This design comes from an exercise in tuning for small area, a short achievable clock period and few clock cycles on the open sky130 flow, not from production work. Function was checked by simulation only, so behaviour that the tests miss may differ from the original. No activity file was given, so power comes from the tool's default toggle rates.

## run.sh

```bash
#!/bin/bash
# synth_recipe.tcl (not shown) runs the flow's synth.tcl, then flattens the netlist and writes it again
# the make line also repeats each setting of config.mk as NAME=value (left out here)
make -C /OpenROAD-flow-scripts/flow DESIGN_CONFIG=/design/flow/config.mk WORK_HOME=/design/flow/orfs CLKGATE_MAP_FILE= SYNTH_SCRIPT=/design/flow/synth_recipe.tcl finish
```

## config.mk

```make
export PLATFORM = sky130hd
export DESIGN_NAME = synth_voice_allocator
export DESIGN_NICKNAME = synth_voice_allocator
export VERILOG_FILES = /design/flow/design.v
export SDC_FILE = /design/flow/constraint.sdc
export NUM_CORES = 4
export LEC_CHECK = 0
export ABC_CLOCK_PERIOD_IN_PS = 3000
export CAP_MARGIN = 20
export CORE_MARGIN = 2
export CORE_UTILIZATION = 60
export CTS_CLUSTER_DIAMETER = 100
export CTS_CLUSTER_SIZE = 26
export SETUP_SLACK_MARGIN = 5
export SLEW_MARGIN = 20
```

## constraint.sdc

```tcl
create_clock -name core_clock -period 9.0 [get_ports {i_clk}]
set_input_delay 1.8000 -clock core_clock [delete_from_list [all_inputs] [get_ports {i_clk}]]
set_output_delay 1.8000 -clock core_clock [all_outputs]
set_load 0.01 [all_outputs]
```

## design.v

```verilog
`default_nettype none
package sva_pkg;
    localparam int VOICES      = 16;
    localparam int STACK_DEPTH = 256;
    localparam int VW          = $clog2(VOICES);
    localparam int SW          = $clog2(STACK_DEPTH);
    localparam int KEY_W       = 11;
    localparam int ADDR_W      = 4;
    localparam logic [1:0] OP_NOTE_ON  = 2'd0;
    localparam logic [1:0] OP_NOTE_OFF = 2'd1;
    localparam logic [1:0] OP_ALL_OFF  = 2'd2;
    localparam logic [1:0] OP_FINISHED = 2'd3;
    localparam logic ACT_TRIG = 1'b0;
    localparam logic ACT_REL  = 1'b1;
endpackage
`default_nettype wire
`default_nettype none
module sva_stack #(
    parameter int N = 253,    
    parameter int W = 49      
) (
    input  wire logic        i_clk,
    input  wire logic        i_rst_n,
    input  wire logic        i_go,       
    input  wire logic        i_push,     
    input  wire logic        i_clear,    
    input  wire logic [10:0] i_key,
    output logic             o_done,     
    output logic             o_empty,    
    output logic      [10:0] o_top       
);
    localparam logic [1:0] S_IDLE = 2'd0;
    localparam logic [1:0] S_WAIT = 2'd1;
    localparam logic [1:0] S_PASS = 2'd2;
    localparam logic [1:0] S_DONE = 2'd3;
    logic [10:0]  r_c [0:3];
    logic [2:0]   r_cc;
    logic [10:0]  r_q [0:N-1];
    logic [7:0]   r_ph;
    logic [7:0]   r_d;
    logic [W-1:0] r_fr;
    logic [5:0]   r_k;
    logic         r_cap;
    logic         r_end;
    logic [8:0]   r_rn;
    logic         r_more;
    logic         r_primed;
    logic         r_spill;
    logic [1:0]   r_st;
    logic [10:0]  r_last;
    logic [3:0]  surv;
    logic [10:0] cp [0:3];
    logic [2:0]  ccp;
    always_comb begin
        int n;
        n = 0;
        for (int i = 0; i < 4; i++) cp[i] = r_c[i];
        for (int i = 0; i < 4; i++) begin
            surv[i] = (3'(i) < r_cc) && (r_c[i] != i_key);
            if (surv[i]) begin
                cp[n] = r_c[i];
                n = n + 1;
            end
        end
        ccp = 3'(n);
    end
    logic [W-2:0] sel, lt;
    logic         pass_on;
    logic [5:0]   kb, kn;
    logic [8:0]   remn;
    logic         capn, endn;
    logic [10:0]  tap;
    always_comb begin
        pass_on = (r_st == S_PASS);
        kb      = pass_on ? r_k : 6'd0;
        remn    = pass_on ? r_rn : {1'b0, r_d};
        for (int j = 0; j < W - 1; j++) begin
            sel[j] = !r_fr[j+1] && (6'(j) >= kb);
            lt[j]  = (9'(j) < remn);
        end
        capn = !(|sel);
        endn = !(|(sel & lt)) && (remn <= 9'(W - 2));
        kn = 6'(W - 2);
        for (int j = W - 2; j >= 0; j--) begin
            if (sel[j]) kn = 6'(j);
        end
        tap = r_q[N-1-int'(r_k)];
    end
    logic        full, at_d, push_now;
    logic [10:0] port;
    assign full  = (r_cc == 3'd4) && (r_d == 8'(N - 1));
    assign at_d  = (r_ph == r_d);
    always_comb begin
        o_done  = 1'b0;
        o_empty = (r_cc == 3'd0) && (r_d == 8'd0);
        o_top   = (r_cc != 3'd0) ? r_c[0] : r_last;
        push_now = 1'b0;
        port    = r_q[N-1];
        case (r_st)
            S_IDLE: begin
                if (i_push) begin
                    push_now = full || (r_cc != 3'd4) || at_d;
                    o_done   = push_now;
                end else begin
                    o_done  = (r_d == 8'd0);
                    o_empty = (ccp == 3'd0);
                    o_top   = cp[0];
                end
                if (i_go && i_push && !full && r_cc == 3'd4 && at_d) port = r_c[3];
            end
            S_WAIT: begin
                if (r_spill && at_d) port = r_c[3];
            end
            S_PASS: port = tap;
            S_DONE: o_done = 1'b1;
            default: ;
        endcase
    end
    always_ff @(posedge i_clk) begin
        r_q[0] <= port;
        for (int i = 1; i < N; i++) r_q[i] <= r_q[i-1];
        r_fr <= {(r_q[N-1-W] == i_key), r_fr[W-1:1]};
        if (!i_rst_n) begin
            r_ph <= '0;
            r_cc <= '0;
            r_d  <= '0;
            r_st <= S_IDLE;
        end else begin
            r_ph <= (r_ph == 8'(N - 1)) ? 8'd0 : r_ph + 8'd1;
            case (r_st)
                S_IDLE: begin
                    if (i_clear) begin
                        r_cc <= '0;
                        r_d  <= '0;
                    end else if (i_go && i_push) begin
                        if (push_now) begin
                            if (!full) begin
                                r_c[0] <= i_key;
                                for (int i = 1; i < 4; i++) r_c[i] <= r_c[i-1];
                                if (r_cc != 3'd4) r_cc <= r_cc + 3'd1;
                                else              r_d  <= r_d + 8'd1;
                            end
                        end else begin
                            r_spill <= 1'b1;
                            r_st    <= S_WAIT;
                        end
                    end else if (i_go) begin
                        for (int i = 0; i < 4; i++) r_c[i] <= cp[i];
                        r_cc <= ccp;
                        if (r_d != 8'd0) begin
                            r_spill  <= 1'b0;
                            r_primed <= 1'b0;
                            r_st     <= S_WAIT;
                        end
                    end
                end
                S_WAIT: begin
                    if (r_spill) begin
                        if (at_d) begin
                            r_c[0] <= i_key;
                            for (int i = 1; i < 4; i++) r_c[i] <= r_c[i-1];
                            r_d  <= r_d + 8'd1;
                            r_st <= S_DONE;
                        end
                    end else begin
                        if (r_ph == 8'(N - W - 1)) r_primed <= 1'b1;
                        if (r_primed && r_ph == 8'(N - 1)) begin
                            r_k    <= kn;
                            r_cap  <= capn;
                            r_end  <= endn;
                            r_rn   <= {1'b0, r_d} - 9'd1;
                            r_more <= 1'b0;
                            r_st   <= S_PASS;
                        end
                    end
                end
                S_PASS: begin
                    if (!r_end) begin
                        r_last <= tap;
                        if (r_cap) r_more <= 1'b1;
                        r_k    <= kn;
                        r_cap  <= capn;
                        r_end  <= endn;
                        r_rn   <= r_rn - 9'd1;
                    end else begin
                        r_d <= r_ph;
                        if (r_more) begin
                            r_st <= S_WAIT;
                        end else begin
                            r_st <= S_DONE;
                        end
                    end
                end
                S_DONE: begin
                    if (i_go) r_st <= S_IDLE;
                end
                default: r_st <= S_IDLE;
            endcase
        end
    end
endmodule
`default_nettype wire
`default_nettype none
module synth_voice_allocator (
    input  wire logic        i_clk,
    input  wire logic        i_rst_n,
    input  wire logic        i_in_valid,
    output logic             o_in_stall,
    input  wire logic [16:0] i_in_data,
    output logic             o_out_valid,
    input  wire logic        i_out_stall,
    output logic      [16:0] o_out_data,
    input  wire logic        psel,
    input  wire logic        penable,
    input  wire logic        pwrite,
    input  wire logic [3:0]  paddr,
    input  wire logic [31:0] pwdata,
    output logic      [31:0] prdata,
    output logic             pready
);
    localparam int K_PON  = 0;    
    localparam int K_POFF = 1;    
    localparam int K_ALL  = 2;    
    localparam int K_FIN  = 3;    
    localparam int K_MON  = 4;    
    localparam int K_MOFF = 5;    
    localparam logic [1:0] ST_FIRST = 2'd0;
    localparam logic [1:0] ST_ALL   = 2'd1;
    function automatic logic [5:0] f_kind(input logic [1:0] op, input logic mono);
        f_kind = '0;
        f_kind[K_PON]  = (op == 2'd0) && !mono;
        f_kind[K_POFF] = (op == 2'd1) && !mono;
        f_kind[K_ALL]  = (op == 2'd2);
        f_kind[K_FIN]  = (op == 2'd3);
        f_kind[K_MON]  = (op == 2'd0) && mono;
        f_kind[K_MOFF] = (op == 2'd1) && mono;
    endfunction
    function automatic logic [3:0] f_enc(input logic [15:0] oh);
        f_enc = '0;
        for (int i = 0; i < 16; i++) begin
            if (oh[i]) f_enc = f_enc | 4'(i);
        end
    endfunction
    function automatic logic [15:0] f_mask(input logic [4:0] limit, input logic dual);
        logic [4:0] l;
        l = (limit > 5'd16) ? 5'd16 : limit;
        if (dual) l = l >> 1;
        for (int i = 0; i < 16; i++) f_mask[i] = (5'(i) < l);
    endfunction
    logic        r_mono;
    logic [4:0]  r_limit;
    logic        r_dual;
    logic [15:0] r_mask;
    logic [31:0] r_prdata;
    logic        r_s_valid;
    logic [16:0] r_s_data;
    logic        r_h_valid;
    logic [16:0] r_h_data;
    logic [5:0]  r_h_kind;
    logic [15:0] r_snd;
    logic [15:0] r_held;
    logic [10:0] r_vkey [0:15];
    logic [15:0] r_old  [0:15];    
    logic [1:0]  r_st;
    logic [3:0]  r_p;
    logic        r_o_valid;
    logic [16:0] r_o_data;
    logic        r_os_valid;
    logic [16:0] r_os_data;
    logic [10:0] hkey;
    logic [3:0]  hvoice;
    logic        proc;
    logic [15:0] m, first_m, free, first_free, lru, alloc, pon_v;
    logic        multi_m;
    logic [15:0] asel, first_a;
    logic        alast;
    logic [10:0] akey;
    logic        s_done, s_empty;
    logic [10:0] s_top;
    assign hkey   = r_h_data[14:4];
    assign hvoice = r_h_data[3:0];
    assign proc   = r_h_valid && !r_os_valid;
    function automatic logic [15:0] f_first(input logic [15:0] v);
        logic seen;
        seen = 1'b0;
        for (int i = 0; i < 16; i++) begin
            f_first[i] = v[i] && !seen;
            seen = seen || v[i];
        end
    endfunction
    function automatic logic f_older(input int i, input int j);
        if (i < j) f_older = r_old[i][j];
        else       f_older = !r_old[j][i];
    endfunction
    always_comb begin
        for (int i = 0; i < 16; i++) m[i] = r_held[i] && (r_vkey[i] == hkey);
        first_m    = f_first(m);
        multi_m    = |(m & ~first_m);
        free       = r_mask & ~r_snd;
        first_free = f_first(free);
        for (int i = 0; i < 16; i++) begin
            lru[i] = r_mask[i];
            for (int j = 0; j < 16; j++) begin
                if (j != i) lru[i] = lru[i] && (!r_mask[j] || f_older(i, j));
            end
        end
        if (|free)          alloc = first_free;
        else if (r_mask[0]) alloc = lru;
        else                alloc = 16'd1;
        pon_v = (|m) ? first_m : alloc;
        for (int i = 0; i < 16; i++) asel[i] = r_snd[i] && ((r_st != ST_ALL) || (4'(i) >= r_p));
        first_a = f_first(asel);
        alast   = !(|(asel & ~first_a));
        akey    = '0;
        for (int i = 0; i < 16; i++) akey = akey | (first_a[i] ? r_vkey[i] : 11'd0);
    end
    logic        c_done, c_cmd, c_act, c_last;
    logic [3:0]  c_cv;
    logic [10:0] c_key;
    logic [15:0] t_v, rl_v;
    logic [10:0] t_key;
    logic        clr_all, fin;
    logic [1:0]  n_st;
    always_comb begin
        c_done = 1'b1; c_cmd = 1'b0; c_act = 1'b0; c_last = 1'b1; c_cv = '0; c_key = hkey;
        t_v = '0; t_key = hkey; rl_v = '0; clr_all = 1'b0; fin = 1'b0;
        n_st = ST_FIRST;
        case (1'b1)
            r_h_kind[K_PON]: begin
                t_v = pon_v; c_cmd = 1'b1; c_cv = f_enc(pon_v);
            end
            r_h_kind[K_POFF]: begin
                if (|m) begin
                    rl_v = first_m; c_cmd = 1'b1; c_cv = f_enc(first_m); c_act = 1'b1;
                    c_last = !multi_m; c_done = !multi_m;
                end
            end
            r_h_kind[K_ALL]: begin
                clr_all = 1'b1;
                if (|asel) begin
                    c_cmd = 1'b1; c_cv = f_enc(first_a); c_act = 1'b1; c_key = akey;
                    c_last = alast; c_done = alast;
                    if (!alast) n_st = ST_ALL;
                end
            end
            r_h_kind[K_FIN]: begin
                fin = 1'b1;
            end
            r_h_kind[K_MON]: begin
                if (s_done) begin
                    t_v = 16'd1; c_cmd = 1'b1;
                end else begin
                    c_done = 1'b0;
                end
            end
            r_h_kind[K_MOFF]: begin
                if (!s_done) begin
                    c_done = 1'b0;
                end else if (m[0]) begin
                    c_cmd = 1'b1;
                    if (!s_empty) begin
                        t_v = 16'd1; t_key = s_top; c_key = s_top;
                    end else begin
                        rl_v = 16'd1; c_act = 1'b1;
                    end
                end
            end
            default: ;
        endcase
    end
    sva_stack u_stack (
        .i_clk   (i_clk),
        .i_rst_n (i_rst_n),
        .i_go    (proc && (r_h_kind[K_MON] || r_h_kind[K_MOFF])),
        .i_push  (r_h_kind[K_MON]),
        .i_clear (proc && r_h_kind[K_ALL]),
        .i_key   (hkey),
        .o_done  (s_done),
        .o_empty (s_empty),
        .o_top   (s_top)
    );
    logic        h_adv, accept, o_free;
    logic [16:0] cmd_data;
    assign h_adv    = !r_h_valid || (proc && c_done);
    assign accept   = i_in_valid && !r_s_valid;
    assign o_free   = !r_o_valid || !i_out_stall;
    assign cmd_data = {c_cv, c_act, c_key, c_last};
    always_ff @(posedge i_clk) begin
        if (!r_s_valid) r_s_data <= i_in_data;
        if (h_adv) begin
            r_h_data <= r_s_valid ? r_s_data : i_in_data;
            r_h_kind <= f_kind(r_s_valid ? r_s_data[16:15] : i_in_data[16:15], r_mono);
        end
        if (psel && !penable) begin
            case (paddr[3:2])
                2'd0:    r_prdata <= {31'd0, r_mono};
                2'd1:    r_prdata <= {27'd0, r_limit};
                2'd2:    r_prdata <= {31'd0, r_dual};
                default: r_prdata <= 32'd0;
            endcase
        end
        if (proc) begin
            if (t_v[0]) r_vkey[0] <= t_key;
            for (int i = 1; i < 16; i++) begin
                if (t_v[i]) r_vkey[i] <= hkey;
            end
            for (int i = 0; i < 16; i++) begin
                for (int j = i + 1; j < 16; j++) begin
                    if (t_v[i])      r_old[i][j] <= 1'b0;
                    else if (t_v[j]) r_old[i][j] <= 1'b1;
                end
            end
            if (n_st == ST_ALL) r_p <= f_enc(first_a) + 4'd1;
        end
        if (o_free) begin
            r_o_data <= r_os_valid ? r_os_data : cmd_data;
        end else if (!r_os_valid) begin
            r_os_data <= cmd_data;
        end
        if (!i_rst_n) begin
            r_mono     <= 1'b0;
            r_limit    <= 5'd16;
            r_dual     <= 1'b0;
            r_mask     <= 16'hFFFF;
            r_s_valid  <= 1'b0;
            r_h_valid  <= 1'b0;
            r_snd      <= '0;
            r_held     <= '0;
            r_st       <= ST_FIRST;
            r_o_valid  <= 1'b0;
            r_os_valid <= 1'b0;
        end else begin
            if (psel && penable && pwrite) begin
                case (paddr[3:2])
                    2'd0:    r_mono  <= pwdata[0];
                    2'd1:    r_limit <= pwdata[4:0];
                    2'd2:    r_dual  <= pwdata[0];
                    default: ;
                endcase
            end
            r_mask <= f_mask(r_limit, r_dual);
            if (h_adv) begin
                r_h_valid <= r_s_valid || accept;
                r_s_valid <= 1'b0;
            end else if (accept) begin
                r_s_valid <= 1'b1;
            end
            if (proc) begin
                r_st <= n_st;
                for (int i = 0; i < 16; i++) begin
                    if (t_v[i]) begin
                        r_snd[i]  <= 1'b1;
                        r_held[i] <= 1'b1;
                    end
                    if (rl_v[i] || clr_all) r_held[i] <= 1'b0;
                    if (fin && hvoice == 4'(i)) begin
                        r_snd[i]  <= 1'b0;
                        r_held[i] <= 1'b0;
                    end
                end
            end
            if (o_free) begin
                r_o_valid  <= r_os_valid || (proc && c_cmd);
                r_os_valid <= 1'b0;
            end else if (proc && c_cmd) begin
                r_os_valid <= 1'b1;
            end
        end
    end
    assign o_in_stall  = r_s_valid;
    assign o_out_valid = r_o_valid;
    assign o_out_data  = r_o_data;
    assign prdata      = r_prdata;
    assign pready      = 1'b1;
endmodule
`default_nettype wire
```

==> flow_summary.yaml, run 1 <==
status:
  status: "complete, no violations"
critical_path:
  crit_path_cell_trace: "or4_1, a21oi_2, buf_4, nor3_2, buf_4, a222oi_1, nand4_1, a2111oi_1, a21oi_1, a31oi_2, a31oi_4"
  cp_slowest_cell: "a2111oi_1"
  endpoint_kind: "register"
  critPathLaunchType: "register"
  crit_path_max_incr_delay_ns: 0.79
  worstPathMaxFanout: 18
  cpMostUsedCell: "buf_4"
  worstPathArrival_ns: 4.65
  critPathRequiredTime_ns: 9.55
  crit_type: "register to register"
  reg2regPathDepth: 11
routing:
  vias: 51300
  routed_via_density: 5.88
  routed_wl_um: 223000
  route.detailed.drc: 0
  drtAntennaViolNets: 0
  drt_pass1_iterations: 9
  drt-initial-drc-count: 6703
  wl_per_cell_um: 25.5
timing:
  fmax_mhz: 244
  worst_slew_pin_slew_ns: 1.21
  tns_ns: 0
  finalMaxSlewViolations: 0
  finClkSkew_ns: 0.0637
  rsz0062_at_grt: "yes"
  hold_viol_final: 0
  finalCriticalPeriod_ns: 4.09
  slew_headroom_pct: 19.4
  setup_viol: 0
  fin_crit_sh_pct: 45.5
die:
  die_h_um: 395
  start_util_pct: 60.3
  coreArea_um2: 152000
  die_area_um2: 156000
  die_w_um: 395
  io_pins: 112
  rows: 143
global_route:
  grtUsageTotal_pct: 28.0
  grt_max_degree: 69
  grt_pass1_wl_um: 324000
  gr-total-overflow: 0
  first_global_vias: 49100
  antenna_found_initial: 7
clocking:
  cts_buffers: 148
  clock-root-buffer: "clkbuf_16"
  cts_max_path_buffers: 3
  cts_tree: "done"
  htree_levels: 4
  clock_latency_ns: 0.85
  clkSinkCount: 3364
  cts.reportedPaths.clkPinSlew_ns: 0.11
cells_and_area:
  syn2layout_area_growth_pct: 9.68
  drive_gt1_share_pct: 9.26
  final_cell_mix: "2926 x dfxtp_1, 437 x edfxtp_1, 415 x nand2_1"
  fin_area_um2: 100000
  final_nets: 6721
  final_common_cell: "dfxtp_1"
  nFillCells: 11100
yosys:
  synth-edff-count: 437
  synth_compound_area_share_pct: 9.11
  async_reset_ff_share_pct: 0
  synthMuxAreaShare_pct: 0.841
  syn_inst: 6509
  yosys_register_bits: 3364
  synth_fa_ha_area_share_pct: 0.317
  ys.warnings.count: 7
  synth_top_family_by_area: "compound AO/OA/AOI/OAI gates"
  synth-xor-area-share_pct: 2.51
  synth_cell_types: 96
  synth-simple-area-share_pct: 6.81
  seq_area_frac_synth_pct: 78.4
  synth_top_flop_cell: "dfxtp_1"
  syn_area_per_cell_um2: 14.1
  netlist_area_um2: 91500
pwr:
  p_leak_uw: 0.0379
  pwr_density_cell_nw_per_um2: 238
  ir_drop_v: 0.000219
placement:
  gp_congestion: 0.981
  placed_area_um2: 94400
  portBuffers: 54
  dpl.hpwl_um: 141000
hold_path:
  hold_class: "register to register"
  hold_path_depth: 0
flow_run:
  cap_violations: 0
==> cell families (layout without fill, tap and decap cells) <==
| kind of cell | Yosys count | in the layout |
|---|---|---|
| buffers and inverters | 406 | 556 |
| other | 2 | 30 |
| multiplexers | 73 | 73 |
| AO/OA/AOI/OAI | 1111 | 1111 |
| XOR/XNOR | 261 | 261 |
| AND/OR/NAND/NOR | 1268 | 1268 |
| flip-flops | 3364 | 3364 |
| adder cells (fa/ha/maj) | 24 | 24 |
==> critical path: cells and delay by family, from the launching register on <==
| family | cells | cell delay [ns] |
|---|---|---|
| AOI/OAI and AO/OA | 6 | 1.92 |
| buffers and inverters | 2 | 0.50 |
| DFF | 1 | 0.47 |
| and+or+nand+nor | 3 | 0.95 |
==> path summary, 6_finish.rpt <==
check,startpoint,slack (ns),to
setup / recovery,r_p[1],4.91,r_os_data[7]
hold / removal,u_stack.r_q[236][10],0.30,u_stack.r_q[237][10]
setup reg to reg,r_p[1],4.91,r_os_data[7]
hold reg to reg,u_stack.r_q[236][10],0.30,u_stack.r_q[237][10]
==> per-layer routing <==
| metal | GRT usage, % | part of all wire [%] |
|---|---|---|
| met1 | 41.3 | 44 |
| met5 | 0 | 0.0058 |
| met3 | 6.78 | 10 |
| met4 | 9.81 | 3.9 |
| met2 | 40.5 | 42 |
==> where the power goes <==
| part | switching (µW) | internal (µW) |
|---|---|---|
| clock network | 4460 | 3110 |
| logic | 644 | 370 |
| registers | 70.2 | 15300 |
==> synth_stat cells, types with 44 or more instances <==
cell	n	area (µm²)
nand3_1	86	430
edfxtp_1	437	13100
o21ai_0	155	776
clkbuf_1	218	818
inv_1	101	379
dfxtp_1	2927	58600
nand4_1	174	1090
a22o_1	182	1590
nor2_1	238	893
a22oi_1	81	608
a21oi_1	130	651
a221oi_1	172	1510
xnor2_1	222	1940
nand2b_1	49	307
a31oi_1	44	275
nand2_1	429	1610
mux2i_1	51	510
nor3_1	67	335
==> registers in the layout, indices dropped and copies added, names as in the netlist, 17 cells and up <==
signal and flops:
r_vkey 176, r_o_data 17, r_os_data 17, u_stack.r_c 44, u_stack.r_q 2783, r_old 120
u_stack.r_fr 48, r_s_data 17
==> stage by stage <==
stage	utilization (%)	worst slack (ns)	hold WS (ns)	total power [µW]	instances
finish	66.2	4.91	0.297	23900	8717
global route	66.1	4.82	0.297	24700	8715
CTS	65.7	4.95	0.291	24000	8685
detailed placement	62.2	3.44	0.312	16600	8442
global placement	62.2	3.46	0.310	16600	8442
floorplan	-	5.00	0.310	16300	6535
==> cell type report <==
cell class / instances / area [µm²] / share of cell area [%]
Timing Repair inverter: 1 / 8.76 / 0.00873
Inverter: 106 / 457 / 0.455
Clock inverter: 21 / 462 / 0.460
Timing Repair Buffer: 255 / 2410 / 2.41
Sequential cell: 3364 / 71700 / 71.5
Tap cell: 2030 / 2540 / 2.53
Clock buffer: 173 / 3810 / 3.79
Multi-Input combinational cell: 2765 / 19000 / 18.9
Antenna cell: 2 / 5.00 / 0.00499
==> timing repair <==
action | 4_1_cts | 5_1_grt
setup endpoints to repair | 538 | 247
pin swaps | 28 | 16
buffers inserted | 45 | 28
gates resized for setup | 127 | 61
hold buffers | 0 | 0
cloned | 4 | 2
Testbench counts, summed over its fixed seeds: cycles 3,128.
==> inputs of run 2 (changes only) <==
--- a/config.mk
+++ b/config.mk
@@ -8,8 +8,6 @@
 export ABC_CLOCK_PERIOD_IN_PS = 3000
 export CAP_MARGIN = 20
 export CORE_MARGIN = 2
-export CORE_UTILIZATION = 60
-export CTS_CLUSTER_DIAMETER = 100
-export CTS_CLUSTER_SIZE = 26
+export CORE_UTILIZATION = 40
 export SETUP_SLACK_MARGIN = 5
 export SLEW_MARGIN = 20
==> run 2 against run 1 <==
  * Area after synthesis did not move
  * Highest routed layer unchanged
  * Utilization decreased by 18 points
  * Sequential power is essentially flat
  * Via count up 3.2%
  * Global-route usage decreased by 8.5 points
  * Wire length up 7.8%
  * Maximum frequency decreased by 0.53%
  * Worst hold slack lost 0.054 ns
  * Total power is 25% higher
  * Clock skew rose by 0.028 ns
  * Die area rose by 49%
  * Cell area up 8.4%
==> flow_summary.yaml, run 2 <==
placement:
  gp_congestion: 0.952
  dpl.hpwl_um: 144000
  place_inst: 9417
  portBuffers: 54
clocking:
  cts_buffers: 330
  ctsHoldBuffers: 0
  clock-root-buffer: "clkbuf_16"
  cts.reportedPaths.clkPinSlew_ns: 0.06
  clkSinkCount: 3364
  cts_max_path_buffers: 4
  clock_latency_ns: 0.98
  cts_tree: "done"
  htree_levels: 5
global_route:
  grt_util_met1_pct: 26.0
  grt_max_degree: 54
  first_global_vias: 51700
  antenna_found_initial: 6
  met3_usage_pct: 5.08
  grt_util_met2_pct: 29.4
  grt_pass1_wl_um: 340000
  gr-total-overflow: 0
  busiest_layer: "met2"
  grtUsageTotal_pct: 19.5
hold_path:
  hold_start: "u_stack.r_q[162][7]"
  min_to: "u_stack.r_q[163][7]"
  hold_path_depth: 0
  hold_class: "register to register"
die:
  start_util_pct: 40.2
  die_h_um: 482
  rows: 175
  die_area_um2: 233000
  coreArea_um2: 227000
  die_w_um: 482
  io_pins: 112
status:
  status: "complete, no violations"
critical_path:
  r2r_slack_ns: 4.88
  worstPathMaxFanout: 8
  reg2regPathDepth: 18
  cp_slowest_cell: "edfxtp_1"
  crit_path_cell_trace: "buf_6, buf_12, xor2_2, nor4_2, nand2_1, o22a_1, inv_2, ha_4, xnor2_4, inv_2, ha_4, nand2b_4, mux2i_1, o2111a_2, or3_4, clkbuf_16, a211o_1, a31oi_2"
  rr_startpoint: "r_h_data[5]"
  r2r_end: "r_o_data[8]"
  crit_type: "register to register"
  worstPathArrival_ns: 4.80
  critPathRequiredTime_ns: 9.68
  endpoint_kind: "register"
  crit_path_max_incr_delay_ns: 0.46
  crit_family: "compound AO/OA/AOI/OAI gates"
  worst-path-buf-inv: 5
  critPathLaunchType: "register"
pwr:
  pwr_density_cell_nw_per_um2: 275
  p_leak_uw: 0.0415
  power_uw: 29900
  ir_drop_v: 0.000232
timing:
  fin_crit_sh_pct: 45.7
  finalMaxSlewViolations: 0
  worst_slew_pin_slew_ns: 1.19
  tns_ns: 0
  slew_headroom_pct: 20.6
  fmax_mhz: 243
  finalCriticalPeriod_ns: 4.12
  hold_viol_final: 0
  rsz0062_at_grt: "yes"
  finClkSkew_ns: 0.0915
  setup_viol: 0
yosys:
  syn_area_per_cell_um2: 14.1
  synth.most_common_cell: "dfxtp_1"
  netlist_area_um2: 91500
  synth_area_leaders: "dfxtp_1 64%, edfxtp_1 14%, xnor2_1 2.1%, nand2_1 1.8%, a22o_1 1.7%"
  synth_cell_types: 96
  yosys_register_bits: 3364
  async_reset_ff_share_pct: 0
  synth_common_cells: "2927 x dfxtp_1, 437 x edfxtp_1, 429 x nand2_1"
  synth_top_cell_area_share_pct: 64.0
  synth_top_flop_cell: "dfxtp_1"
  ys.warnings.count: 7
  synth-edff-count: 437
  seq_area_frac_synth_pct: 78.4
  syn_inst: 6509
  synth_largest_area_cell: "dfxtp_1"
routing:
  drtAntennaViolNets: 0
  route.detailed.drc: 0
  drt_pass1_iterations: 9
  wl_per_cell_um: 23.7
  vias: 53000
  routed_via_density: 5.24
  drt-initial-drc-count: 5624
  routed_wl_um: 240000
cells_and_area:
  final_common_cell: "dfxtp_1"
  syn2layout_area_growth_pct: 18.9
  final_cell_mix: "2926 x dfxtp_1, 437 x edfxtp_1, 402 x nand2_1"
  max_flop_register: "u_stack.r_q"
  final_nets: 6943
  largest_reg_flops: 2783
  fin_cells: 10100
  top_regs: "u_stack.r_q: 2783 flops, r_vkey: 176 flops, r_old: 120 flops"
  drive_gt1_share_pct: 14.1
flow_run:
  cap_violations: 0
==> run 2: changes by cell type in the layout (fill, tap and decap cells not counted), sizes merged, moves of 3 or more <==
cell and delta:
bufinv +22, clkinvlp +12, clkinv +38, clkbuf +310
inv +5, buf +22, o2bb2a +3
==> run 2: area by class of cell <==
type / instances / area [µm²]
clock inverter: 98 / 1170
timing repair inverter: 1 / 11.3
tap: 3009 / 3760
sequential: 3364 / 71700
inverter: 106 / 460
fill: 19500 / 119000
timing repair buffer: 292 / 3020
multi-input combinational: 2768 / 19200
antenna: 4 / 10.0
clock buffer: 469 / 9510
==> run 2: worst register-to-register path, stage by stage (launching register included) <==
cell and delay (ns):
edfxtp_1 0.46, buf_6 0.16, buf_12 0.14, xor2_2 0.16
nor4_2 0.27, nand2_1 0.11, o22a_1 0.24, inv_2 0.08
ha_4 0.22, xnor2_4 0.14, inv_2 0.09, ha_4 0.13
nand2b_4 0.12, mux2i_1 0.08, o2111a_2 0.32, or3_4 0.42
clkbuf_16 0.22, a211o_1 0.29, a31oi_2 0.23
==> run 2: kinds of logic after synthesis <==
| family | after synthesis | share of synthesized area, % |
|---|---|---|
| compound gates | 1111 | 9.11 |
| xor+xnor | 261 | 2.51 |
| fa+ha+maj | 24 | 0.317 |
| buf+inv | 406 | 2.03 |
| flops | 3364 | 78.4 |
| mux | 73 | 0.841 |
| other cells | 2 | 0.00821 |
| simple gates | 1268 | 6.81 |
==> run 2: stage by stage <==
stage               hold WS (ns)  area, µm²  setup slack [ns]  utilization [%]
floorplan                  0.310      91700              5.00                -
finish                     0.244     109000              4.88             47.8
CTS                        0.232     107000              4.82             47.1
global route               0.254     109000              4.81             47.8
global placement           0.311      95600              3.77             42.0
detailed placement         0.312      95600              3.68             42.0
==> run 2: power breakdown <==
part	switching, µW	total (µW)	internal [µW]
clock	5460	13400	7980
sequential	78.6	15400	15300
combinational	693	1090	399
==> run 2: how the worst max path moves through the flow <==
stage                            start             to  slack, ns  cells past startpoint
after floorplan           r_h_data[11]   r_vkey[0][0]       5.00                     19
after global placement    r_h_data[14]  r_vkey[14][4]       3.77                     11
after detailed placement  r_h_data[14]  r_vkey[14][3]       3.68                     11
after CTS                  r_h_data[6]       r_snd[5]       4.82                     11
after global routing       r_h_data[5]   r_os_data[4]       4.81                     18
final                      r_h_data[5]    r_o_data[8]       4.88                     18
==> run 2: routing by layer <==
metal | vias up | share of wire, %
met2 | 2657 | 43
met5 | - | 0.092
met1 | 25800 | 41
li1 | 23800 | -
met3 | 703 | 9.7
met4 | 6 | 5.4
==> run 2: timing repair <==
action / CTS / global route
resized for setup: 122 / 120
pin swaps: 17 / 42
cloned: 2 / 21
setup endpoints to repair: 511 / 295
buffers inserted: 37 / 62
==> inputs of run 3 (changes only) <==
--- a/config.mk
+++ b/config.mk
@@ -5,9 +5,7 @@
 export SDC_FILE = /design/flow/constraint.sdc
 export NUM_CORES = 4
 export LEC_CHECK = 0
-export ABC_CLOCK_PERIOD_IN_PS = 3000
 export CAP_MARGIN = 20
 export CORE_MARGIN = 2
 export CORE_UTILIZATION = 40
-export SETUP_SLACK_MARGIN = 5
 export SLEW_MARGIN = 20
==> run 3 against run 2 <==
  * Critical path type unchanged
  * Total power fell by 0.75%
  * Global-route usage down 0.46 points
  * Sequential share of layout area rose by 1.6 points
  * Largest cell class unchanged
  * Critical path depth down 4
  * Sequential power is essentially flat
  * Utilization shrank 1.1 points
  * Flip-flop and latch count stayed put
  * Clock-buffer cell count shrank 3
  * Highest routed layer is now met4
  * Register-to-register slack worse by 1.7 ns
==> flow_summary.yaml, run 3 <==
critical_path:
  endpoint_kind: "register"
  crit_family: "buffers and inverters"
  crit_type: "register to register"
  rr_startpoint: "r_h_data[13]"
  worstPathArrival_ns: 6.32
  crit_path_cell_trace: "buf_4, xnor2_1, nand4_1, nor3_1, a21o_1, ha_1, xnor2_1, inv_1, ha_1, mux2i_1, o2111a_1, o31a_1, nand3b_1, inv_1"
  critPathLaunchType: "register"
  cp_slowest_cell: "edfxtp_1"
  crit_path_max_incr_delay_ns: 0.80
  critPathRequiredTime_ns: 9.50
  reg2regPathDepth: 14
  r2r_slack_ns: 3.18
  worst-path-buf-inv: 3
  r2r_end: "r_vkey[0][0]"
  worstPathMaxFanout: 21
timing:
  finClkSkew_ns: 0.0889
  whs_ns: 0.244
  finalMaxSlewViolations: 0
  finalCriticalPeriod_ns: 5.82
  setup_viol: 0
  hold_viol_final: 0
  fmax_mhz: 172
  rsz0062_at_grt: "no"
  tns_ns: 0
  slew_headroom_pct: 23.9
  fin_crit_sh_pct: 64.6
  worst_slew_pin_slew_ns: 1.14
die:
  die_h_um: 482
  die_w_um: 482
  coreArea_um2: 227000
  io_pins: 112
  die_area_um2: 233000
  rows: 175
  start_util_pct: 40.2
cells_and_area:
  max_flop_register: "u_stack.r_q"
  largest_reg_flops: 2783
  final_nets: 6820
  top_regs: "u_stack.r_q: 2783 flops, r_vkey: 176 flops, r_old: 120 flops"
  drive_gt1_share_pct: 11.0
  final_common_cell: "dfxtp_1"
  final_cell_mix: "2926 x dfxtp_1, 437 x edfxtp_1, 428 x nand2_1"
  syn2layout_area_growth_pct: 16.2
  fin_area_um2: 106000
placement:
  gp_congestion: 0.959
  portBuffers: 54
  placed_area_um2: 95600
  dpl.hpwl_um: 142000
global_route:
  grtUsageTotal_pct: 19.1
  grt_max_degree: 69
  first_global_vias: 51000
  gr-total-overflow: 0
  antenna_found_initial: 10
  grt_pass1_wl_um: 332000
hold_path:
  min_to: "u_stack.r_q[123][9]"
  hold_start: "u_stack.r_q[122][9]"
  hold_path_depth: 0
  hold_class: "register to register"
yosys:
  seq_area_frac_synth_pct: 78.4
  yosys_register_bits: 3364
  syn_inst: 6509
  ys.warnings.count: 7
  synth_top_flop_cell: "dfxtp_1"
  synth_largest_area_cell: "dfxtp_1"
  synth-edff-count: 437
  synth_cell_types: 96
  netlist_area_um2: 91500
  syn_area_per_cell_um2: 14.1
  synth_top_cell_area_share_pct: 64.0
  synth.most_common_cell: "dfxtp_1"
  synth_common_cells: "2927 x dfxtp_1, 437 x edfxtp_1, 429 x nand2_1"
  synth_area_leaders: "dfxtp_1 64%, edfxtp_1 14%, xnor2_1 2.1%, nand2_1 1.8%, a22o_1 1.7%"
  async_reset_ff_share_pct: 0
clocking:
  post-cts-setup-buffers: 0
  cts_max_path_buffers: 4
  htree_levels: 5
  cts_buffers: 327
  cts.reportedPaths.clkPinSlew_ns: 0.06
  clkSinkCount: 3364
  ctsHoldBuffers: 0
  clock-root-buffer: "clkbuf_16"
  cts_tree: "done"
  clock_latency_ns: 0.96
  post_cts_resized: 0
routing:
  routed_via_density: 5.24
  routed_wl_um: 227000
  vias: 52400
  wl_per_cell_um: 22.7
  route.detailed.drc: 0
  drt_pass1_iterations: 6
  drtAntennaViolNets: 0
  drt-initial-drc-count: 5629
status:
  status: "complete, no violations"
pwr:
  power_uw: 29700
  p_leak_uw: 0.0406
  ir_drop_v: 0.000213
  pwr_density_cell_nw_per_um2: 279
flow_run:
  cap_violations: 0
## run 3: cell counts after synthesis
No cell type changed its count.
## run 3: layout make-up
class                           instances  area, µm²
Fill cell                           19700     121000
Clock inverter                         98       1080
Inverter                              106        398
Clock buffer                          466       9540
Tap cell                             3009       3760
Antenna cell                           12       30.0
Multi-Input combinational cell       2765      18300
Timing Repair Buffer                  176       1470
Sequential cell                      3364      71700
## run 3: through the flow
step	utilization, %	instances	setup slack (ns)
global placement	42.0	9419	3.16
CTS	46.7	9984	3.18
finish	46.7	9996	3.18
floorplan	-	6535	4.57
global route	46.7	9988	2.81
detailed placement	42.0	9420	3.23
## run 3: where the power goes
group	total (µW)	internal [µW]	switching, µW
Sequential	15300	15300	77.7
Combinational	949	327	621
Clock	13400	7930	5430
## run 3: how the worst max path moves through the flow
stage / start / endpoint / slack (ns) / cells after the start
after floorplan: r_h_data[11] / r_vkey[0][0] / 4.57 / 18
after global placement: r_h_data[13] / r_h_data[13] / 3.16 / 10
after detailed placement: r_h_data[13] / r_vkey[0][4] / 3.23 / 15
after CTS: r_h_data[13] / r_vkey[0][0] / 3.18 / 14
after global routing: r_h_data[13] / r_vkey[0][0] / 2.81 / 14
final: r_h_data[13] / r_vkey[0][0] / 3.18 / 14
## run 3: logic make-up after synthesis
family | Yosys count | share of synthesized area (%)
adder cells (fa/ha/maj) | 24 | 0.317
buffers and inverters | 406 | 2.03
XOR/XNOR | 261 | 2.51
flip-flops | 3364 | 78.4
AO/OA/AOI/OAI | 1111 | 9.11
AND/OR/NAND/NOR | 1268 | 6.81
multiplexers | 73 | 0.841
other | 2 | 0.00821
## run 3: per-layer routing
metal	share of wire, %	vias up	routed length [µm]	track usage (%)
met2	44	2605	99700	29.0
met3	8.8	662	20000	4.34
li1	-	23600	-	-
met4	5.0	0	11400	9.42
met1	42	25600	96100	25.6
met5	0	-	0	0
==> inputs of run 4 (changes only) <==
--- a/design.v
+++ b/design.v
@@ -224,8 +224,6 @@
     localparam int K_FIN  = 3;    
     localparam int K_MON  = 4;    
     localparam int K_MOFF = 5;    
-    localparam logic [1:0] ST_FIRST = 2'd0;
-    localparam logic [1:0] ST_ALL   = 2'd1;
     function automatic logic [5:0] f_kind(input logic [1:0] op, input logic mono);
         f_kind = '0;
         f_kind[K_PON]  = (op == 2'd0) && !mono;
@@ -241,6 +239,14 @@
             if (oh[i]) f_enc = f_enc | 4'(i);
         end
     endfunction
+    function automatic logic [15:0] f_first(input logic [15:0] v);
+        logic seen;
+        seen = 1'b0;
+        for (int i = 0; i < 16; i++) begin
+            f_first[i] = v[i] && !seen;
+            seen = seen || v[i];
+        end
+    endfunction
     function automatic logic [15:0] f_mask(input logic [4:0] limit, input logic dual);
         logic [4:0] l;
         l = (limit > 5'd16) ? 5'd16 : limit;
@@ -250,123 +256,119 @@
     logic        r_mono;
     logic [4:0]  r_limit;
     logic        r_dual;
-    logic [15:0] r_mask;
     logic [31:0] r_prdata;
     logic        r_s_valid;
     logic [16:0] r_s_data;
     logic        r_h_valid;
     logic [16:0] r_h_data;
     logic [5:0]  r_h_kind;
+    logic [15:0] r_h_mask;    
     logic [15:0] r_snd;
     logic [15:0] r_held;
     logic [10:0] r_vkey [0:15];
     logic [15:0] r_old  [0:15];    
-    logic [1:0]  r_st;
-    logic [3:0]  r_p;
+    logic [15:0] r_eq;
+    logic [15:0] r_pend;
     logic        r_o_valid;
     logic [16:0] r_o_data;
     logic        r_os_valid;
     logic [16:0] r_os_data;
     logic [10:0] hkey;
     logic [3:0]  hvoice;
-    logic        proc;
+    logic        pend_nz, run, proc;
     logic [15:0] m, first_m, free, first_free, lru, alloc, pon_v;
-    logic        multi_m;
-    logic [15:0] asel, first_a;
-    logic        alast;
+    logic [15:0] asrc, first_a;
     logic [10:0] akey;
     logic        s_done, s_empty;
     logic [10:0] s_top;
-    assign hkey   = r_h_data[14:4];
-    assign hvoice = r_h_data[3:0];
-    assign proc   = r_h_valid && !r_os_valid;
-    function automatic logic [15:0] f_first(input logic [15:0] v);
-        logic seen;
-        seen = 1'b0;
-        for (int i = 0; i < 16; i++) begin
-            f_first[i] = v[i] && !seen;
-            seen = seen || v[i];
-        end
-    endfunction
+    assign hkey    = r_h_data[14:4];
+    assign hvoice  = r_h_data[3:0];
+    assign pend_nz = |r_pend;
+    assign run     = !r_os_valid;                  
+    assign proc    = r_h_valid && run && !pend_nz;  
     function automatic logic f_older(input int i, input int j);
         if (i < j) f_older = r_old[i][j];
         else       f_older = !r_old[j][i];
     endfunction
     always_comb begin
-        for (int i = 0; i < 16; i++) m[i] = r_held[i] && (r_vkey[i] == hkey);
+        m          = r_held & r_eq;
         first_m    = f_first(m);
-        multi_m    = |(m & ~first_m);
-        free       = r_mask & ~r_snd;
+        free       = r_h_mask & ~r_snd;
         first_free = f_first(free);
         for (int i = 0; i < 16; i++) begin
-            lru[i] = r_mask[i];
+            lru[i] = r_h_mask[i];
             for (int j = 0; j < 16; j++) begin
-                if (j != i) lru[i] = lru[i] && (!r_mask[j] || f_older(i, j));
+                if (j != i) lru[i] = lru[i] && (!r_h_mask[j] || f_older(i, j));
             end
         end
         if (|free)          alloc = first_free;
-        else if (r_mask[0]) alloc = lru;
+        else if (r_h_mask[0]) alloc = lru;
         else                alloc = 16'd1;
         pon_v = (|m) ? first_m : alloc;
-        for (int i = 0; i < 16; i++) asel[i] = r_snd[i] && ((r_st != ST_ALL) || (4'(i) >= r_p));
-        first_a = f_first(asel);
-        alast   = !(|(asel & ~first_a));
+        asrc    = pend_nz ? r_pend : r_snd;
+        first_a = f_first(asrc);
         akey    = '0;
         for (int i = 0; i < 16; i++) akey = akey | (first_a[i] ? r_vkey[i] : 11'd0);
     end
     logic        c_done, c_cmd, c_act, c_last;
     logic [3:0]  c_cv;
     logic [10:0] c_key;
-    logic [15:0] t_v, rl_v;
-    logic [10:0] t_key;
-    logic        clr_all, fin;
-    logic [1:0]  n_st;
+    logic [15:0] t_v, rl_v, n_pend;
+    logic [10:0] t_key0;
+    logic        clr_all, fin, ld_pend;
     always_comb begin
         c_done = 1'b1; c_cmd = 1'b0; c_act = 1'b0; c_last = 1'b1; c_cv = '0; c_key = hkey;
-        t_v = '0; t_key = hkey; rl_v = '0; clr_all = 1'b0; fin = 1'b0;
-        n_st = ST_FIRST;
-        case (1'b1)
-            r_h_kind[K_PON]: begin
-                t_v = pon_v; c_cmd = 1'b1; c_cv = f_enc(pon_v);
-            end
-            r_h_kind[K_POFF]: begin
-                if (|m) begin
-                    rl_v = first_m; c_cmd = 1'b1; c_cv = f_enc(first_m); c_act = 1'b1;
-                    c_last = !multi_m; c_done = !multi_m;
-                end
-            end
-            r_h_kind[K_ALL]: begin
-                clr_all = 1'b1;
-                if (|asel) begin
-                    c_cmd = 1'b1; c_cv = f_enc(first_a); c_act = 1'b1; c_key = akey;
-                    c_last = alast; c_done = alast;
-                    if (!alast) n_st = ST_ALL;
-                end
-            end
-            r_h_kind[K_FIN]: begin
-                fin = 1'b1;
-            end
-            r_h_kind[K_MON]: begin
-                if (s_done) begin
-                    t_v = 16'd1; c_cmd = 1'b1;
-                end else begin
-                    c_done = 1'b0;
-                end
-            end
-            r_h_kind[K_MOFF]: begin
-                if (!s_done) begin
-                    c_done = 1'b0;
-                end else if (m[0]) begin
-                    c_cmd = 1'b1;
-                    if (!s_empty) begin
-                        t_v = 16'd1; t_key = s_top; c_key = s_top;
+        t_v = '0; t_key0 = hkey; rl_v = '0; clr_all = 1'b0; fin = 1'b0;
+        n_pend = '0; ld_pend = 1'b0;
+        if (pend_nz) begin
+            c_cmd = 1'b1; c_cv = f_enc(first_a); c_act = 1'b1; c_key = akey;
+            n_pend = r_pend & ~first_a; ld_pend = 1'b1;
+            c_last = !(|n_pend);
+        end else begin
+            case (1'b1)
+                r_h_kind[K_PON]: begin
+                    t_v = pon_v; c_cmd = 1'b1; c_cv = f_enc(pon_v);
+                end
+                r_h_kind[K_POFF]: begin
+                    if (|m) begin
+                        rl_v = m; c_cmd = 1'b1; c_cv = f_enc(first_m); c_act = 1'b1;
+                        n_pend = m & ~first_m; ld_pend = 1'b1;
+                        c_last = !(|n_pend);
+                    end
+                end
+                r_h_kind[K_ALL]: begin
+                    clr_all = 1'b1;
+                    if (|r_snd) begin
+                        c_cmd = 1'b1; c_cv = f_enc(first_a); c_act = 1'b1; c_key = akey;
+                        n_pend = r_snd & ~first_a; ld_pend = 1'b1;
+                        c_last = !(|n_pend);
+                    end
+                end
+                r_h_kind[K_FIN]: begin
+                    fin = 1'b1;
+                end
+                r_h_kind[K_MON]: begin
+                    if (s_done) begin
+                        t_v = 16'd1; c_cmd = 1'b1;
                     end else begin
-                        rl_v = 16'd1; c_act = 1'b1;
+                        c_done = 1'b0;
                     end
                 end
-            end
-            default: ;
-        endcase
+                r_h_kind[K_MOFF]: begin
+                    if (!s_done) begin
+                        c_done = 1'b0;
+                    end else if (m[0]) begin
+                        c_cmd = 1'b1;
+                        if (!s_empty) begin
+                            t_v = 16'd1; t_key0 = s_top; c_key = s_top;
+                        end else begin
+                            rl_v = 16'd1; c_act = 1'b1;
+                        end
+                    end
+                end
+                default: ;
+            endcase
+        end
     end
     sva_stack u_stack (
         .i_clk   (i_clk),
@@ -379,17 +381,26 @@
         .o_empty (s_empty),
         .o_top   (s_top)
     );
-    logic        h_adv, accept, o_free;
+    logic        h_adv, accept, o_free, emit;
     logic [16:0] cmd_data;
+    logic [16:0] n_data;
+    logic [10:0] n_key;
+    logic        eq_h, eq_t0;
     assign h_adv    = !r_h_valid || (proc && c_done);
     assign accept   = i_in_valid && !r_s_valid;
     assign o_free   = !r_o_valid || !i_out_stall;
+    assign emit     = run && (pend_nz || r_h_valid) && c_cmd;
     assign cmd_data = {c_cv, c_act, c_key, c_last};
+    assign n_data   = r_s_valid ? r_s_data : i_in_data;
+    assign n_key    = h_adv ? n_data[14:4] : hkey;
+    assign eq_h     = (hkey == n_key);
+    assign eq_t0    = r_h_kind[K_MOFF] ? (s_top == n_key) : eq_h;
     always_ff @(posedge i_clk) begin
         if (!r_s_valid) r_s_data <= i_in_data;
         if (h_adv) begin
-            r_h_data <= r_s_valid ? r_s_data : i_in_data;
-            r_h_kind <= f_kind(r_s_valid ? r_s_data[16:15] : i_in_data[16:15], r_mono);
+            r_h_data <= n_data;
+            r_h_kind <= f_kind(n_data[16:15], r_mono);
+            r_h_mask <= f_mask(r_limit, r_dual);
         end
         if (psel && !penable) begin
             case (paddr[3:2])
@@ -399,8 +410,12 @@
                 default: r_prdata <= 32'd0;
             endcase
         end
+        for (int i = 0; i < 16; i++) begin
+            if (proc && t_v[i]) r_eq[i] <= (i == 0) ? eq_t0 : eq_h;
+            else                r_eq[i] <= (r_vkey[i] == n_key);
+        end
         if (proc) begin
-            if (t_v[0]) r_vkey[0] <= t_key;
+            if (t_v[0]) r_vkey[0] <= t_key0;
             for (int i = 1; i < 16; i++) begin
                 if (t_v[i]) r_vkey[i] <= hkey;
             end
@@ -410,7 +425,6 @@
                     else if (t_v[j]) r_old[i][j] <= 1'b1;
                 end
             end
-            if (n_st == ST_ALL) r_p <= f_enc(first_a) + 4'd1;
         end
         if (o_free) begin
             r_o_data <= r_os_valid ? r_os_data : cmd_data;
@@ -421,12 +435,11 @@
             r_mono     <= 1'b0;
             r_limit    <= 5'd16;
             r_dual     <= 1'b0;
-            r_mask     <= 16'hFFFF;
             r_s_valid  <= 1'b0;
             r_h_valid  <= 1'b0;
             r_snd      <= '0;
             r_held     <= '0;
-            r_st       <= ST_FIRST;
+            r_pend     <= '0;
             r_o_valid  <= 1'b0;
             r_os_valid <= 1'b0;
         end else begin
@@ -438,15 +451,14 @@
                     default: ;
                 endcase
             end
-            r_mask <= f_mask(r_limit, r_dual);
             if (h_adv) begin
                 r_h_valid <= r_s_valid || accept;
                 r_s_valid <= 1'b0;
             end else if (accept) begin
                 r_s_valid <= 1'b1;
             end
+            if (run && ld_pend && (pend_nz || r_h_valid)) r_pend <= n_pend;
             if (proc) begin
-                r_st <= n_st;
                 for (int i = 0; i < 16; i++) begin
                     if (t_v[i]) begin
                         r_snd[i]  <= 1'b1;
@@ -460,9 +472,9 @@
                 end
             end
             if (o_free) begin
-                r_o_valid  <= r_os_valid || (proc && c_cmd);
+                r_o_valid  <= r_os_valid || emit;
                 r_os_valid <= 1'b0;
-            end else if (proc && c_cmd) begin
+            end else if (emit) begin
                 r_os_valid <= 1'b1;
             end
         end
--- a/config.mk
+++ b/config.mk
@@ -5,7 +5,11 @@
 export SDC_FILE = /design/flow/constraint.sdc
 export NUM_CORES = 4
 export LEC_CHECK = 0
+export ABC_CLOCK_PERIOD_IN_PS = 3000
 export CAP_MARGIN = 20
 export CORE_MARGIN = 2
-export CORE_UTILIZATION = 40
+export CORE_UTILIZATION = 60
+export CTS_CLUSTER_DIAMETER = 100
+export CTS_CLUSTER_SIZE = 26
+export SETUP_SLACK_MARGIN = 5
 export SLEW_MARGIN = 20
==> run 4 against run 3 <==
  * Still clean on timing, DRC and antenna
  * Synthesized cell count up 4.0%
  * Critical path depth rose by 2
  * Maximum frequency grew 41%
  * Final cell count down 9.8%
  * Die area fell by 32%
  * Highest routed layer unchanged
  * Cell area shrank 3.9%
  * Register-to-register slack gained 1.7 ns
  * Largest power group unchanged
  * Worst hold slack improved by 0.055 ns
  * Wire length shrank 1.2%
  * Combinational power is 48% higher
  * Via count up 1.8%
==> flow_summary.yaml, run 4 <==
status:
  status: "complete, no violations"
clocking:
  cts_buffers: 149
  clock-root-buffer: "clkbuf_16"
  cts_max_path_buffers: 3
  clkSinkCount: 3391
  clock_latency_ns: 0.84
  cts_tree: "done"
  cts.reportedPaths.clkPinSlew_ns: 0.11
  htree_levels: 4
critical_path:
  worst-path-buf-inv: 2
  cpMostUsedCell: "ha_4"
  crit_type: "register to register"
  critPathRequiredTime_ns: 9.74
  worstPathArrival_ns: 4.88
  worstPathMaxFanout: 5
  crit_path_cell_trace: "xnor2_1, nand4_1, o32ai_4, buf_6, ha_4, xnor2_4, buf_12, ha_4, o311a_4, o21bai_1, a31o_2, a31oi_4, xor2_1, nand2_1, or4_4, o31ai_4"
  crit_path_max_incr_delay_ns: 0.56
  critPathLaunchType: "register"
  cp_slowest_cell: "edfxtp_1"
  endpoint_kind: "register"
  crit_family: "compound AO/OA/AOI/OAI gates"
yosys:
  synth_top_flop_cell: "dfxtp_1"
  synth.most_common_cell: "dfxtp_1"
  ys.warnings.count: 7
  synth_top_cell_area_share_pct: 63.6
  syn_area_per_cell_um2: 13.7
  async_reset_ff_share_pct: 0
  synth-edff-count: 447
  synth_cell_types: 89
  synth_common_cells: "2944 x dfxtp_1, 491 x nand2_1, 447 x edfxtp_1"
  yosys_register_bits: 3391
  netlist_area_um2: 92700
  synth_area_leaders: "dfxtp_1 64%, edfxtp_1 14%, a22oi_1 2.2%, nand2_1 2.0%, xnor2_1 1.6%"
  syn_inst: 6768
  seq_area_frac_synth_pct: 78.0
  synth_largest_area_cell: "dfxtp_1"
global_route:
  met3_usage_pct: 6.74
  gr-total-overflow: 0
  antenna_found_initial: 6
  grtUsageTotal_pct: 27.9
  busiest_layer: "met1"
  grt_util_met1_pct: 40.7
  grt_util_met2_pct: 39.8
  first_global_vias: 50800
  grt_max_degree: 59
  grt_pass1_wl_um: 328000
die:
  die_h_um: 397
  die_area_um2: 158000
  die_w_um: 397
  io_pins: 112
  start_util_pct: 60.3
  coreArea_um2: 154000
  rows: 144
pwr:
  p_leak_uw: 0.0389
  pwr_density_cell_nw_per_um2: 240
  ir_drop_v: 0.000223
timing:
  hold_viol_final: 0
  fmax_mhz: 242
  tns_ns: 0
  rsz0062_at_grt: "yes"
  finalMaxSlewViolations: 0
  finClkSkew_ns: 0.0754
  whs_ns: 0.299
  slew_headroom_pct: 15.2
  worst_slew_pin_slew_ns: 1.27
  setup_viol: 0
  finalCriticalPeriod_ns: 4.13
  fin_crit_sh_pct: 45.9
  worst_slack_ns: 4.87
cells_and_area:
  drive_gt1_share_pct: 9.61
  top_regs: "u_stack.r_q: 2783 flops, r_vkey: 176 flops, r_old: 120 flops"
  utilization_pct: 66.5
  final_common_cell: "dfxtp_1"
  largest_reg_flops: 2783
  final_nets: 7001
  max_flop_register: "u_stack.r_q"
  final_cell_mix: "2943 x dfxtp_1, 480 x nand2_1, 447 x edfxtp_1"
  fin_area_um2: 102000
  syn2layout_area_growth_pct: 10.2
routing:
  wl_per_cell_um: 24.9
  route.detailed.drc: 0
  drtAntennaViolNets: 0
  drt_pass1_iterations: 8
  routed_wl_um: 224000
  drt-initial-drc-count: 6524
  routed_via_density: 5.92
  vias: 53300
placement:
  placed_area_um2: 95800
  portBuffers: 54
  pre_cts_slack_ns: 3.49
  dpl.hpwl_um: 141000
  gp_congestion: 1.02
flow_run:
  cap_violations: 0
hold_path:
  hold_class: "register to register"
==> run 4: cell count changes after synthesis, sizes merged, moves of 22 or more <==
cell / change
a22o: -117
a22oi: +196
o21ai: +59
a21oi: +53
nor4: +25
nand2: +61
nor2: +40
nand4: -57
a221oi: -88
xnor2: -55
nor3: +22
o22ai: +31
xor2: +52
==> run 4: where the power goes <==
part           total (µW)  switching, µW  internal, µW
registers           15500           81.0         15400
clock network        7630           4490          3140
logic                1400            904           500
total               24600           5470         19100
==> run 4: layer usage <==
metal | vias up | share of wire [%]
met5 | - | 0
met4 | 0 | 4.5
met3 | 615 | 10
met2 | 2901 | 41
met1 | 25800 | 44
li1 | 24000 | -
==> run 4: final timing paths <==
path         depth (start not counted)  slack (ns)               start                  to
max                                 16        4.87         r_h_data[9]             r_eq[0]
min                                  0        0.30  u_stack.r_q[44][7]  u_stack.r_q[45][7]
max reg2reg                         16        4.87         r_h_data[9]             r_eq[0]
min reg2reg                          0        0.30  u_stack.r_q[44][7]  u_stack.r_q[45][7]
==> run 4: cell type report <==
class,count,area [µm²]
tap,2044,2560
fill,11200,51500
timing repair inverter,1,5.00
timing repair buffer,277,2520
clock buffer,176,3870
inverter,101,452
multi-input combinational,3001,20000
antenna,3,7.51
clock inverter,18,409
sequential,3391,72400
==> run 4: metrics by stage <==
step                      instances  power [µW]
after floorplan                6794       16600
after global placement         8701       17000
after detailed placement       8704       17000
after CTS                      8966       24600
after global routing           9009       25300
final                          9012       24600
==> run 4: cells by family after synthesis <==
group	share of synthesized area, %
AOI/OAI and AO/OA	9.44
xor gates and xnor gates	2.44
adders and majority gates	0.289
buffers and inverters	1.81
DFF	78.0
muxes	1.08
other	0.00810
and+or+nand+nor	6.90
==> run 4: repair_timing <==
action | 4_1_cts | 5_1_grt
pin swaps | 12 | 36
gates cloned | 4 | 4
resized for setup | 113 | 122
setup endpoints to repair | 439 | 303
hold buffers | 0 | 0
setup buffers | 64 | 39
Testbench counts of run 4, summed over its fixed seeds: cycles 3,128.
==> inputs of run 5 (changes only) <==
--- a/design.v
+++ b/design.v
@@ -27,7 +27,9 @@
     input  wire logic [10:0] i_key,
     output logic             o_done,     
     output logic             o_empty,    
-    output logic      [10:0] o_top       
+    output logic      [10:0] o_top,      
+    input  wire logic [10:0] i_nkey,     
+    output logic             o_top_eq    
 );
     localparam logic [1:0] S_IDLE = 2'd0;
     localparam logic [1:0] S_WAIT = 2'd1;
@@ -51,18 +53,28 @@
     logic [3:0]  surv;
     logic [10:0] cp [0:3];
     logic [2:0]  ccp;
+    logic [3:0]  first_s, ceq_n;
+    logic [1:0]  pos [0:3];
     always_comb begin
-        int n;
-        n = 0;
-        for (int i = 0; i < 4; i++) cp[i] = r_c[i];
         for (int i = 0; i < 4; i++) begin
-            surv[i] = (3'(i) < r_cc) && (r_c[i] != i_key);
-            if (surv[i]) begin
-                cp[n] = r_c[i];
-                n = n + 1;
+            surv[i]  = (3'(i) < r_cc) && (r_c[i] != i_key);
+            ceq_n[i] = (r_c[i] == i_nkey);
+        end
+        first_s[0] = surv[0];
+        first_s[1] = surv[1] && !surv[0];
+        first_s[2] = surv[2] && !surv[1] && !surv[0];
+        first_s[3] = surv[3] && !surv[2] && !surv[1] && !surv[0];
+        pos[0] = 2'd0;
+        pos[1] = {1'b0, surv[0]};
+        pos[2] = surv[0] && surv[1] ? 2'd2 : {1'b0, surv[0] || surv[1]};
+        pos[3] = 2'(surv[0]) + 2'(surv[1]) + 2'(surv[2]);
+        for (int j = 0; j < 4; j++) begin
+            cp[j] = r_c[j];
+            for (int i = j; i < 4; i++) begin
+                if (surv[i] && pos[i] == 2'(j)) cp[j] = r_c[i];
             end
         end
-        ccp = 3'(n);
+        ccp = 3'(surv[0]) + 3'(surv[1]) + 3'(surv[2]) + 3'(surv[3]);
     end
     logic [W-2:0] sel, lt;
     logic         pass_on;
@@ -94,6 +106,7 @@
         o_done  = 1'b0;
         o_empty = (r_cc == 3'd0) && (r_d == 8'd0);
         o_top   = (r_cc != 3'd0) ? r_c[0] : r_last;
+        o_top_eq = (o_top == i_nkey);
         push_now = 1'b0;
         port    = r_q[N-1];
         case (r_st)
@@ -103,8 +116,10 @@
                     o_done   = push_now;
                 end else begin
                     o_done  = (r_d == 8'd0);
-                    o_empty = (ccp == 3'd0);
-                    o_top   = cp[0];
+                    o_empty = !(|surv);
+                    o_top   = '0;
+                    for (int i = 0; i < 4; i++) o_top = o_top | (first_s[i] ? r_c[i] : 11'd0);
+                    o_top_eq = |(first_s & ceq_n);
                 end
                 if (i_go && i_push && !full && r_cc == 3'd4 && at_d) port = r_c[3];
             end
@@ -281,6 +296,8 @@
     logic [10:0] akey;
     logic        s_done, s_empty;
     logic [10:0] s_top;
+    logic        s_top_eq;
+    logic [10:0] n_key;
     assign hkey    = r_h_data[14:4];
     assign hvoice  = r_h_data[3:0];
     assign pend_nz = |r_pend;
@@ -379,12 +396,13 @@
         .i_key   (hkey),
         .o_done  (s_done),
         .o_empty (s_empty),
-        .o_top   (s_top)
+        .o_top   (s_top),
+        .i_nkey  (n_key),
+        .o_top_eq(s_top_eq)
     );
     logic        h_adv, accept, o_free, emit;
     logic [16:0] cmd_data;
     logic [16:0] n_data;
-    logic [10:0] n_key;
     logic        eq_h, eq_t0;
     assign h_adv    = !r_h_valid || (proc && c_done);
     assign accept   = i_in_valid && !r_s_valid;
@@ -392,9 +410,9 @@
     assign emit     = run && (pend_nz || r_h_valid) && c_cmd;
     assign cmd_data = {c_cv, c_act, c_key, c_last};
     assign n_data   = r_s_valid ? r_s_data : i_in_data;
-    assign n_key    = h_adv ? n_data[14:4] : hkey;
+    assign n_key    = n_data[14:4];
     assign eq_h     = (hkey == n_key);
-    assign eq_t0    = r_h_kind[K_MOFF] ? (s_top == n_key) : eq_h;
+    assign eq_t0    = r_h_kind[K_MOFF] ? s_top_eq : eq_h;
     always_ff @(posedge i_clk) begin
         if (!r_s_valid) r_s_data <= i_in_data;
         if (h_adv) begin
@@ -410,9 +428,11 @@
                 default: r_prdata <= 32'd0;
             endcase
         end
-        for (int i = 0; i < 16; i++) begin
-            if (proc && t_v[i]) r_eq[i] <= (i == 0) ? eq_t0 : eq_h;
-            else                r_eq[i] <= (r_vkey[i] == n_key);
+        if (h_adv) begin
+            for (int i = 0; i < 16; i++) begin
+                if (proc && t_v[i]) r_eq[i] <= (i == 0) ? eq_t0 : eq_h;
+                else                r_eq[i] <= (r_vkey[i] == n_key);
+            end
         end
         if (proc) begin
             if (t_v[0]) r_vkey[0] <= t_key0;
--- a/config.mk
+++ b/config.mk
@@ -5,10 +5,10 @@
 export SDC_FILE = /design/flow/constraint.sdc
 export NUM_CORES = 4
 export LEC_CHECK = 0
-export ABC_CLOCK_PERIOD_IN_PS = 3000
+export ABC_AREA = 1
 export CAP_MARGIN = 20
 export CORE_MARGIN = 2
-export CORE_UTILIZATION = 60
+export CORE_UTILIZATION = 70
 export CTS_CLUSTER_DIAMETER = 100
 export CTS_CLUSTER_SIZE = 26
 export SETUP_SLACK_MARGIN = 5
==> run 5 against run 4 <==
  * Register-to-register slack worse by 0.71 ns
  * Largest cell class unchanged
  * First-iteration DRC count increased by 69%
  * Flip-flop and latch count did not move
  * Die area is 13% lower
  * Clock skew is 0.014 ns lower
  * Sequential power up 6%
  * Still clean on timing, DRC and antenna
  * Final cell count up 8.9%
  * Highest routed layer is now met5
  * Clock power grew 3.7%
==> flow_summary.yaml, run 5 <==
yosys:
  synth_common_cells: "2928 x dfxtp_1, 1326 x nand2_1, 479 x inv_1"
  ys.warnings.count: 8
  synth_area_leaders: "dfxtp_1 62%, edfxtp_1 15%, nand2_1 5.3%, inv_1 1.9%, nor2_1 1.6%"
  yosys_register_bits: 3391
  synth_top_family_by_area: "simple AND/OR/NAND/NOR gates"
  syn_area_per_cell_um2: 12.2
  synth_compound_area_share_pct: 6.52
  synthMuxAreaShare_pct: 0.0120
  netlist_area_um2: 94100
  synth-edff-count: 463
  synth-xor-area-share_pct: 2.20
  synth_fa_ha_area_share_pct: 0.269
  async_reset_ff_share_pct: 0
  synth_top_flop_cell: "dfxtp_1"
  synth-simple-area-share_pct: 10.6
  synth.most_common_cell: "dfxtp_1"
cells_and_area:
  syn2layout_area_growth_pct: 11.6
  utilization_pct: 78.7
  drive_gt1_share_pct: 11.2
  largest_reg_flops: 2783
  final_common_cell: "dfxtp_1"
  final_cell_mix: "2918 x dfxtp_1, 1288 x nand2_1, 463 x edfxtp_1"
  top_regs: "u_stack.r_q: 2783 flops, r_vkey: 176 flops, r_old: 120 flops"
  nFillCells: 7160
die:
  rows: 134
  die_h_um: 371
  die_area_um2: 137000
  coreArea_um2: 133000
  start_util_pct: 70.5
  io_pins: 112
routing:
  routed_via_density: 6.50
  routed_wl_um: 302000
  vias: 63800
  route.detailed.drc: 0
timing:
  whs_ns: 0.302
  worst_slew_pin_slew_ns: 1.25
  setup_viol: 0
  finalMaxSlewViolations: 0
  fmax_mhz: 207
  rsz0062_at_grt: "yes"
  fin_crit_sh_pct: 53.8
  finalCriticalPeriod_ns: 4.84
  hold_viol_final: 0
clocking:
  cts.reportedPaths.clkPinSlew_ns: 0.11
  cts_tree: "done"
  htree_levels: 4
  cts_buffers: 148
  ctsHoldBuffers: 0
critical_path:
  worstPathMaxFanout: 6
  reg2regPathDepth: 19
  r2r_end: "r_os_data[10]"
  critPathLaunchType: "register"
global_route:
  grtUsageTotal_pct: 41.7
  antenna_found_initial: 25
  grt_max_degree: 57
  gr-total-overflow: 0
  first_global_vias: 62300
pwr:
  p_clk_share_pct: 27.2
  ir_drop_v: 0.000305
  p_seq_share_pct: 56.7
  p_int_uw: 20700
  switchingPower_uw: 8350
  comb_power_share_pct: 16.1
hold_path:
  min_to: "u_stack.r_q[30][9]"
  hold_path_depth: 0
  hold_start: "u_stack.r_q[29][9]"
  hold_class: "register to register"
flow_run:
  cap_violations: 0
status:
  status: "complete, no violations"
placement:
  gp_congestion: 0.984
  dpl.hpwl_um: 174000
run 5: changes by cell type after synthesis, sizes merged, moves of 52 or more:
cell and change:
xnor2 -68, nand2 +842, o21ai +52, nand4 +96
nor2 +150, a22oi -267, inv +413, mux2i -66
a222oi -52
run 5: layout make-up:
type	count	area, µm²	area share, %
Sequential cell	3391	72500	69.1
Multi-Input combinational cell	3550	20500	19.5
Clock buffer	181	3850	3.67
Timing Repair Buffer	366	3310	3.16
Tap cell	1768	2210	2.11
Inverter	528	2200	2.09
Clock inverter	16	330	0.315
Antenna cell	11	27.5	0.0262
Timing Repair inverter	3	25.0	0.0238
run 5: worst max-delay path: stages (launching register included):
cell        delay [ns]
dfxtp_2           0.35
or4_4             0.49
nor2_4            0.15
nand2_8           0.09
o21ai_4           0.18
nor2_4            0.06
buf_6             0.13
nand3_4           0.16
clkinvlp_4        0.20
buf_6             0.21
a221oi_4          0.62
o2111ai_4         0.33
a21oi_2           0.33
o221ai_2          0.16
a221oi_2          0.24
nand2_1           0.14
a221oi_4          0.30
o221ai_2          0.18
nand2_2           0.11
a21oi_4           0.11
run 5: cell families after synthesis:
group           Yosys count
flops                  3391
simple gates           2315
compound gates          949
buf+inv                 797
xor+xnor                236
fa+ha+maj                19
other cells               2
mux                       1
run 5: worst max-delay path by stage:
stage,start,slack [ns],endpoint
final,r_pend[5],4.16,r_os_data[10]
after global routing,r_pend[3],4.21,r_os_data[10]
after CTS,u_stack.r_st[0],4.76,u_stack.r_end
after detailed placement,r_h_mask[1],3.30,r_eq[1]
after global placement,r_h_mask[1],3.37,r_eq[1]
after floorplan,r_h_data[14],5.01,r_old[0][1]
run 5: what timing repair did:
item,4_1_cts,5_1_grt
pin swaps,76,89
setup buffers,112,86
cloned,4,5
gates resized for setup,297,238
setup endpoints to repair,405,379
run 5: per-layer routing:
metal | wire length (µm) | GRT usage, %
met2 | 133000 | 64.7
met3 | 40600 | 13.3
met1 | 102000 | 51.5
met4 | 25300 | 24.1
met5 | 376 | 0.0350
run 5: per-stage QoR:
stage                     std cells  worst slack, ns  cell area [µm²]
final                          9814             4.16           105000
after floorplan                7736             5.01            94200
after global routing           9806             4.21           105000
after detailed placement       9399             3.30            96700
after CTS                      9712             4.76           103000
after global placement         9399             3.37            96700
run 5: power by group through the flow:
stage          Clock (µW)  Sequential (µW)  Combinational (µW)
2_1_floorplan           0            16600                1880
3_3_place_gp            0            16700                3010
3_5_place_dp            0            16800                3130
4_1_cts              7780            16400                3880
5_1_grt              8350            16500                4720
6_report             7910            16500                4680
Testbench counts of run 5, summed over its fixed seeds: cycles 3,128.

Re-timed with assumed drivers on the ports (clkbuf_16 on the clock, buf_2 on other inputs), run 5 has 4.160 ns of setup slack against 4.160 ns with ideal ports, and 3.686 ns once port delays also move by the mid clock arrival of 0.936 ns.
